Context: an optimization exercise on an open-source flow, tuned for small area and few clock cycles. The choices shown serve that exercise and are no tape-out recipe. Where RTL was checked, it was by simulation tests only, not by an equivalence proof against the original. Power is estimated from default activity; no workload was simulated.

## T
==> module mvuTop, before the edit <==
module mvuTop (
	input  logic                           clk,
	input  logic                           rst,
	input  logic                           wWr,
	input  logic [mvuPkg::FOLD_WIDTH-1:0]  wAddr,
	input  logic [mvuPkg::WTILE_WIDTH-1:0] wData,
	input  logic [mvuPkg::FOLD_WIDTH-1:0]  foldCount,
	input  logic                           aStrobe,
	input  logic [mvuPkg::ATILE_WIDTH-1:0] aData,
	input  logic                           aPad,
	output logic                           outVld,
	output logic [mvuPkg::OUT_WIDTH-1:0]   outData,
	output logic [mvuPkg::LANE_WIDTH-1:0]  outLane,
	output logic                           hold
);
	logic [WTILE_WIDTH-1:0] mem [8];
	always_ff @(posedge clk) begin
		if (wWr)
			mem[wAddr] <= wData;
	end
	logic [7:0] pos;
	logic       atEnd;
	logic       atStart;
	assign atEnd = pos[foldCount];
	assign atStart = pos[0];
	always_ff @(posedge clk) begin
		if (rst)
			pos <= 8'd1;
		else if (aStrobe)
			pos <= atEnd ? 8'd1 : {pos[6:0], 1'b0};
	end
	logic [WTILE_WIDTH-1:0] w;
	logic [ATILE_WIDTH-1:0] av;
	logic [9:0]             rowA [2];
	logic [9:0]             rowB [2];
	logic [9:0]             csA [2];
	logic [9:0]             csB [2];
	logic                   firstA;	 
	logic                   lastA;	 
	always_comb begin
		w = '0;
		for (int k = 0; k < 8; k++)
			w = w | (pos[k] ? mem[k] : '0);
	end
	assign av = (aStrobe && !aPad) ? aData : '0;
	for (genvar pe = 0; pe < 2; pe++) begin : g_pe
		dotCS dotCS_i (
			.w    (w[pe*16 +: 16]),
			.a    (av),
			.rowA (rowA[pe]),
			.rowB (rowB[pe])
		);
	end
	always_ff @(posedge clk) begin
		for (int pe = 0; pe < 2; pe++) begin
			csA[pe] <= rowA[pe];
			csB[pe] <= rowB[pe];
		end
	end
	always_ff @(posedge clk) begin
		if (rst) begin
			firstA <= 1'b0;
			lastA <= 1'b0;
		end else begin
			firstA <= aStrobe && atStart;
			lastA <= aStrobe && atEnd;
		end
	end
	logic signed [ACC_WIDTH-1:0] acc [2];
	logic signed [ACC_WIDTH-1:0] accNext [2];
	always_comb begin
		for (int pe = 0; pe < 2; pe++)
			accNext[pe] = (firstA ? '0 : acc[pe]) + ACC_WIDTH'(csA[pe]) + ACC_WIDTH'(csB[pe])
				- ACC_WIDTH'(480);
	end
	always_ff @(posedge clk) begin
		for (int pe = 0; pe < 2; pe++)
			acc[pe] <= accNext[pe];
	end
	function automatic logic [OUT_WIDTH-1:0] requant(input logic signed [ACC_WIDTH-1:0] v);
		if (v[ACC_WIDTH-1])
			requant = '0;
		else if (|v[ACC_WIDTH-2:OUT_WIDTH+2])
			requant = '1;
		else
			requant = v[OUT_WIDTH+1:2];
	endfunction
	logic fin;
	logic [OUT_WIDTH-1:0] q0;
	logic [OUT_WIDTH-1:0] q1;
	logic [1:0]           occ;
	logic [1:0]           base;
	logic                 push;
	logic                 finNext;
	logic [1:0]           occNext;
	assign base = occ - 2'(occ != '0);
	assign push = fin && (base == '0);
	assign finNext = (fin && !push) || lastA;
	assign occNext = push ? 2'd2 : base;
	always_ff @(posedge clk) begin
		q0 <= push ? requant(acc[0]) : q1;
		q1 <= requant(acc[1]);
	end
	always_ff @(posedge clk) begin
		if (rst) begin
			occ <= '0;
			fin <= 1'b0;
		end else begin
			occ <= occNext;
			fin <= finNext;
		end
	end
	assign outVld = (occ != '0);
	assign outData = q0;
	assign outLane = (occ == 2'd1);
	assign hold = finNext && (occNext == 2'd2);
endmodule
Settings: LEC_CHECK=0, CAP_MARGIN=20, CORE_MARGIN=2, CORE_UTILIZATION=70, CTS_BUF_LIST=sky130_fd_sc_hd__clkbuf_8, CTS_CLUSTER_DIAMETER=50, CTS_CLUSTER_SIZE=20, SLEW_MARGIN=20; clock period 5.0 ns.
standard.sh (not shown) runs the stock make flow with config.mk's settings and CLKGATE_MAP_FILE= SYNTH_SCRIPT=/design/flow/synth_recipe.tcl, a recipe that flattens the netlist after the stock synthesis.
==> flow/flow/run.sh <==
#!/bin/bash
# Standard layout with two changes: the port buffers are plain buffers, and
# after synthesis the full adders' polarities are rebalanced to drop
# inverters (fapol.py; a full adder with all pins complemented is the same
# function, so the netlist's behaviour and registers are unchanged).
set -euo pipefail
export BUFFER_PORTS_ARGS="-buffer_cell sky130_fd_sc_hd__buf_1"
RES=$PWD/orfs/results/sky130hd/mvuTop/base
bash standard.sh $RES/1_2_yosys.v > standard_synth.log 2>&1
cp $RES/1_2_yosys.v $RES/1_2_yosys.std.v
python3 flow/fapol.py $RES/1_2_yosys.std.v $RES/1_2_yosys.v > fapol.log 2>&1
bash standard.sh > standard.log 2>&1
Other scripts of this flow, unchanged in this note and not shown: flow/flow/fapol.py
Testbench counts of T, summed over its fixed seeds: cycles 9,881.
## Diff of input files: Q against T
--- a/flow/design.v
+++ b/flow/design.v
@@ -6,4 +6,5 @@
 	localparam int unsigned LANE_WIDTH = 1;
 	localparam int unsigned ACC_WIDTH = 13;	 
+	localparam int unsigned QDEPTH = 2;	 
 endpackage
 module dotCS (
@@ -218,4 +219,6 @@
 	output logic                           hold
 );
+	localparam int N = QDEPTH;
+	localparam int OW = $clog2(N + 1);
 	logic [WTILE_WIDTH-1:0] mem [8];
 	always_ff @(posedge clk) begin
@@ -291,31 +294,42 @@
 	endfunction
 	logic fin;
-	logic [OUT_WIDTH-1:0] q0;
-	logic [OUT_WIDTH-1:0] q1;
-	logic [1:0]           occ;
-	logic [1:0]           base;
+	logic [OUT_WIDTH-1:0] q [N];
+	logic [OW-1:0]        occ;
+	logic [OW-1:0]        base;
 	logic                 push;
+	logic                 lane;
 	logic                 finNext;
-	logic [1:0]           occNext;
-	assign base = occ - 2'(occ != '0);
-	assign push = fin && (base == '0);
+	logic [OW-1:0]        occNext;
+	logic [OW-1:0]        baseNext;
+	assign base = occ - OW'(occ != '0);
+	assign push = fin && (32'(base) + 2 <= N);
 	assign finNext = (fin && !push) || lastA;
-	assign occNext = push ? 2'd2 : base;
+	assign occNext = base + (push ? OW'(2) : OW'(0));
+	assign baseNext = occNext - OW'(occNext != '0);
 	always_ff @(posedge clk) begin
-		q0 <= push ? requant(acc[0]) : q1;
-		q1 <= requant(acc[1]);
+		for (int i = 0; i < N; i++) begin
+			if (push && OW'(i) == base)
+				q[i] <= requant(acc[0]);
+			else if (push && OW'(i) == base + 1'b1)
+				q[i] <= requant(acc[1]);
+			else if (i < N - 1)
+				q[i] <= q[i + 1];
+		end
 	end
 	always_ff @(posedge clk) begin
 		if (rst) begin
 			occ <= '0;
+			lane <= 1'b0;
 			fin <= 1'b0;
 		end else begin
 			occ <= occNext;
+			if (occ != '0)
+				lane <= !lane;
 			fin <= finNext;
 		end
 	end
 	assign outVld = (occ != '0);
-	assign outData = q0;
-	assign outLane = (occ == 2'd1);
-	assign hold = finNext && (occNext == 2'd2);
+	assign outData = q[0];
+	assign outLane = lane;
+	assign hold = finNext && !(32'(baseNext) + 2 <= N);
 endmodule
Results
As far as sum of negative setup slack goes, Q and T are indistinguishable; the numbers are identical. Relative to T, Q degrades global-route wire length before repair. Looking at Q and T, the sequential share of layout area is a wash. Summary of Q over T: leakage power total did not really move, last weighted congestion value of the routability-driven placer now sits lower. Looking at post-placement cell area, Q sits 85 µm² higher than T does. Between T and Q, the number of placed cells counting well taps does not differ in any meaningful way. Taking T as the reference, in Q share of layout cells above drive strength 1 now larger; post-synthesis instance area now larger; clock slew at the register clock pins of the worst setup and hold paths now smaller; combinational share of power now smaller. Compare Q and T | cell count along the critical path lower: Q. Of Q and T, it is Q that has the higher met2 routed wirelength.
Function not checked in Q: the RTL went through the layout flow alone.

## separate check: timing with driven ports
How much do the figures lean on ideal ports? The routed layouts below were timed once more, with nothing changed but the port constraints. Step 1, drivers: a clkbuf_16 drives clk and a buf_2 each remaining input, both assumed. Step 2, shift: input delay + t, output delay - t, t = (earliest + latest rising clock arrival at the registers) / 2. This alone moves slack from input paths to output paths. Slacks: no drivers / after step 1 / after step 2; pairs: no drivers / after step 1.
run	t, ns	slack for setup (ns)	worst slew at a driven data input, ns
T	0.637	0.305 / 0.305 / 0.016	0.08
Q	0.650	0.531 / 0.531 / 0.008	0.09
After both steps every run listed still meets setup and hold. The setup slack of Q, which loses most, moves by 0.000 ns with the drivers and by -0.523 ns with both steps.
